Context: an optimization exercise on an open-source flow, tuned for small area, a short achievable clock period and few clock cycles per item. The choices shown serve that exercise and are no tape-out recipe. Function was checked by simulation only, so behaviour that the tests miss may differ from the original. Power figures rest on the tool's default switching activity, not on a simulated workload.

== build 28 ==
## avst_pkt_arbiter
module avst_pkt_arbiter #(
  parameter int N_PORTS = 4,
  parameter int DATA_W  = avst_pkg::AVST_DATA_W,
  parameter int EMPTY_W = avst_pkg::AVST_EMPTY_W,
  parameter int CHAN_W  = avst_pkg::AVST_CHAN_W,
  parameter int IDX_W   = (N_PORTS > 1) ? $clog2(N_PORTS) : 1
) (
  input  logic                   clk,
  input  logic                   rst,
  input  logic [N_PORTS-1:0]     avst_in_valid,
  output logic [N_PORTS-1:0]     avst_in_ready,
  input  logic [N_PORTS-1:0]     avst_in_startofpacket,
  input  logic [N_PORTS-1:0]     avst_in_endofpacket,
  input  logic [N_PORTS*DATA_W-1:0]  avst_in_data,
  input  logic [N_PORTS*EMPTY_W-1:0] avst_in_empty,
  input  logic [N_PORTS*CHAN_W-1:0]  avst_in_channel,
  input  logic                   avst_out_ready,
  output logic                   avst_out_valid,
  output logic                   avst_out_startofpacket,
  output logic                   avst_out_endofpacket,
  output logic [DATA_W-1:0]      avst_out_data,
  output logic [EMPTY_W-1:0]     avst_out_empty,
  output logic [CHAN_W-1:0]      avst_out_channel,
  output logic [IDX_W-1:0]       avst_out_port,
  output logic                   sop_err
);
For scale: roughly 1,700 cells after synthesis, about 550 flip-flops, ~1,300 I/O pins, ~0.021 mm^2 of cells after synthesis.
Settings: LEC_CHECK=0, CAP_MARGIN=20, CORE_AREA=5 5 455 455, DIE_AREA=0 0 460 460, SETUP_SLACK_MARGIN=2.2, SLEW_MARGIN=20; clock period 4.5 ns.
standard.sh (not shown) runs the stock make flow with config.mk's settings and CLKGATE_MAP_FILE= SYNTH_SCRIPT=/design/flow/synth_recipe.tcl, a recipe that flattens the netlist after the stock synthesis.
==> flow/flow/run.sh <==
#!/bin/bash
# The standard layout, with every port buffer made from the smallest buffer cell
# (the standard flow leaves the choice to the resizer, which picks a slow delay buffer).
set -o pipefail
export BUFFER_PORTS_ARGS="-buffer_cell sky130_fd_sc_hd__buf_1"
bash standard.sh > standard.log 2>&1
Build 28 has completed all stages; timing, DRC and antenna checks passed.
Testbench counts of build 28, summed over its fixed seeds: cycles 8,437, beats 7,399.
Setup changes, build 28 to build 39
Settings: a change of DIE_AREA from 0 0 460 460 to 0 0 260 260; a change of CORE_AREA from 5 5 455 455 to 5 5 255 255.
==> flow/flow/run.sh <==
#!/bin/bash
# The standard layout, with every port buffer made from the smallest buffer cell
# (the standard flow leaves the choice to the resizer, which picks a slow delay buffer),
# and pins allowed on every routing track so that the die can be small.
set -o pipefail
export BUFFER_PORTS_ARGS="-buffer_cell sky130_fd_sc_hd__buf_1"
export PLACE_PINS_ARGS="-min_distance 1 -min_distance_in_tracks"
bash standard.sh > standard.log 2>&1
Findings:
- All-layer global routing usage: build 39 and build 28 compared, lower one is build 28
- For build 39, the top power consumer group was registers, unlike build 28, where it was combinational logic.
- Power density over cell area on build 39 is down relative to build 28.
- The post-route clock period utilization number comes out higher for build 28 vs build 39.
- Summary: with build 28 as the reference, fmax in build 39 moved up by a few percent.
- As of build 39, clock buffer count had risen by more than 10% compared to build 28.
- Per the comparison of build 39 with build 28, share of layout cells above drive strength 1 decreased by 5.5 points relative to the old numbers, met2 routing resource usage after global routing higher.
Setup changes, build 39 to build 98
Settings: CTS_CLUSTER_DIAMETER now 60, previously not set; CTS_CLUSTER_SIZE now 20, previously not set.
Findings:
Run comparison: build 98 highest-delay cell along the critical path nand4b_1; build 39 highest-delay cell along the critical path and3_4
The number of buffers outside the clock class in the layout on build 98 is in line with that on build 39.
Compared with build 39, build 98 shows a lower met2 usage.
Going from build 39 to build 98, met3 layer wire length in the routed design grew slightly.
On part of the total power dissipated in the clock network: between build 39 and build 98, it ends up lower for build 98.
From build 39 to build 98 the numbers moved as follows: overall track demand over capacity in global routing moved down; number of buffers on the longest clock path neither gained nor lost much; total number of vias fell 208.
There was hardly any difference in highest achievable clock rate between build 39 and build 98.
## Diff of input files: build 24 against build 98
Settings: a change of CTS_CLUSTER_SIZE from 20 to 25; a change of CTS_CLUSTER_DIAMETER from 60 to 70.
## What came out
In terms of final cycle utilization of the critical path, build 98 and build 24 differ only marginally.
Build 24 does better than build 98 on overall power of the completed layout.
The run with more setup slack is build 98; build 24 has less.
Any difference in data arrival time at the worst-slack endpoint between build 98 and build 24 is small enough to ignore.
On routed wire length, build 98 and build 24 are neck and neck.
Of build 98 and build 24, build 24 shows the higher sequential share of layout area, with build 98 below it.
Reported for build 98 and build 24, die boundary width turned out identical to the last digit.
For first-pass GRT wire length, build 24 and build 98 come out practically identical.
Status: count of vias placed by the detailed router parity (build 98, build 24)
Between build 98 and build 24, via-per-instance ratio is lower for build 98, build 24 comes in above that.


old:
Another version of the RTL of avst_pkt_arbiter (not shown whole).
Size: ~1600 cells after synthesis, ~540 flip-flops, roughly 20000 sq um of cells after synthesis.
==> flow/config.mk <==
export PLATFORM = sky130hd
export DESIGN_NAME = avst_pkt_arbiter
export DESIGN_NICKNAME = avst_pkt_arbiter
export VERILOG_FILES = /design/flow/design.v
export SDC_FILE = /design/flow/constraint.sdc
export NUM_CORES = 4
export LEC_CHECK = 0
export CAP_MARGIN = 20
export CORE_AREA = 5 5 295 295
export DIE_AREA = 0 0 300 300
export SLEW_MARGIN = 20
==> flow/constraint.sdc <==
create_clock -name core_clock -period 4.5 [get_ports {clk}]
set_input_delay 0.9000 -clock core_clock [delete_from_list [all_inputs] [get_ports {clk}]]
set_output_delay 0.9000 -clock core_clock [all_outputs]
set_load 0.01 [all_outputs]
==> flow/flow/run.sh <==
#!/bin/bash
# The standard layout, with every port buffer made from the smallest buffer cell
# (the standard flow leaves the choice to the resizer, which picks a slow delay buffer).
set -o pipefail
export BUFFER_PORTS_ARGS="-buffer_cell sky130_fd_sc_hd__buf_1"
bash standard.sh > standard.log 2>&1
3_2_place_iop: old exited with error
Testbench counts of old, summed over its fixed seeds: cycles 8,437, beats 7,399.
Inputs modified between old and new:
- changing CORE_AREA from 5 5 295 295 to 5 5 475 475
- changing DIE_AREA from 0 0 300 300 to 0 0 480 480
==> comparison <==
- In summary, new completed successfully, with a layout that passed the timing, DRC and antenna checks.
- On simple-gate area share of the yosys netlist, new tracks old almost exactly.
- The fraction of the yosys area taken by sequential cells on old is in line with that on new.
- Reported for old and new, synthesized cell count turned out identical to the last digit.
- Looking at die boundary height, new sits about 60% above old.
- Number of different library cells in the post-synthesis netlist across old and new: no real change.
- The total number of placement rows in new sits 62% above the value recorded for old.
- On async set-or-reset flop fraction in the synthesized netlist, old and new are neck and neck.
- Relative to old, the die outline width measured on new has increased by more than half.
- Diff old -> new: starting density of the core went down 15 points; synthesized area held.

-- afterwards: timing with drivers on the ports --
How much do the figures lean on ideal ports? The routed layouts below were timed once more, with nothing changed but the port constraints.
Step 1 (the two cells are an assumption about what drives the block):
set clk [get_ports {clk}]
set_driving_cell -lib_cell sky130_fd_sc_hd__clkbuf_16 $clk
set_driving_cell -lib_cell sky130_fd_sc_hd__buf_2 [delete_from_list [all_inputs] $clk]
Step 2 moves the port delays by t, midway between the first and last clock arrival at a register: inputs arrive t later, outputs are due t later. That takes back most of the time a late clock gives input paths.
a / b / c = ideal / step 1 / step 2; a / b = the first two.
run	t, ns	setup WS [ns]	hold WS [ns]	worst setup path at the end	cell pins on the clock port's net
build 28	0.732	1.910 / 1.738 / 1.524	0.442 / 0.415 / 0.453	input to register	1
build 39	0.661	2.023 / 1.962 / 1.697	0.464 / 0.464 / 0.464	input to register	1
build 98	0.631	2.027 / 1.961 / 1.716	0.466 / 0.466 / 0.466	input to register	1
build 24	0.633	2.020 / 1.922 / 1.640	0.467 / 0.467 / 0.467	input to register	1
new	0.746	0.997 / 0.969 / 0.969	0.441 / 0.407 / 0.456	input to output	1
After both steps setup and hold are still met in every run listed. The setup slack of build 28, which loses most, moves by -0.172 ns with the drivers and by -0.386 ns with both steps.
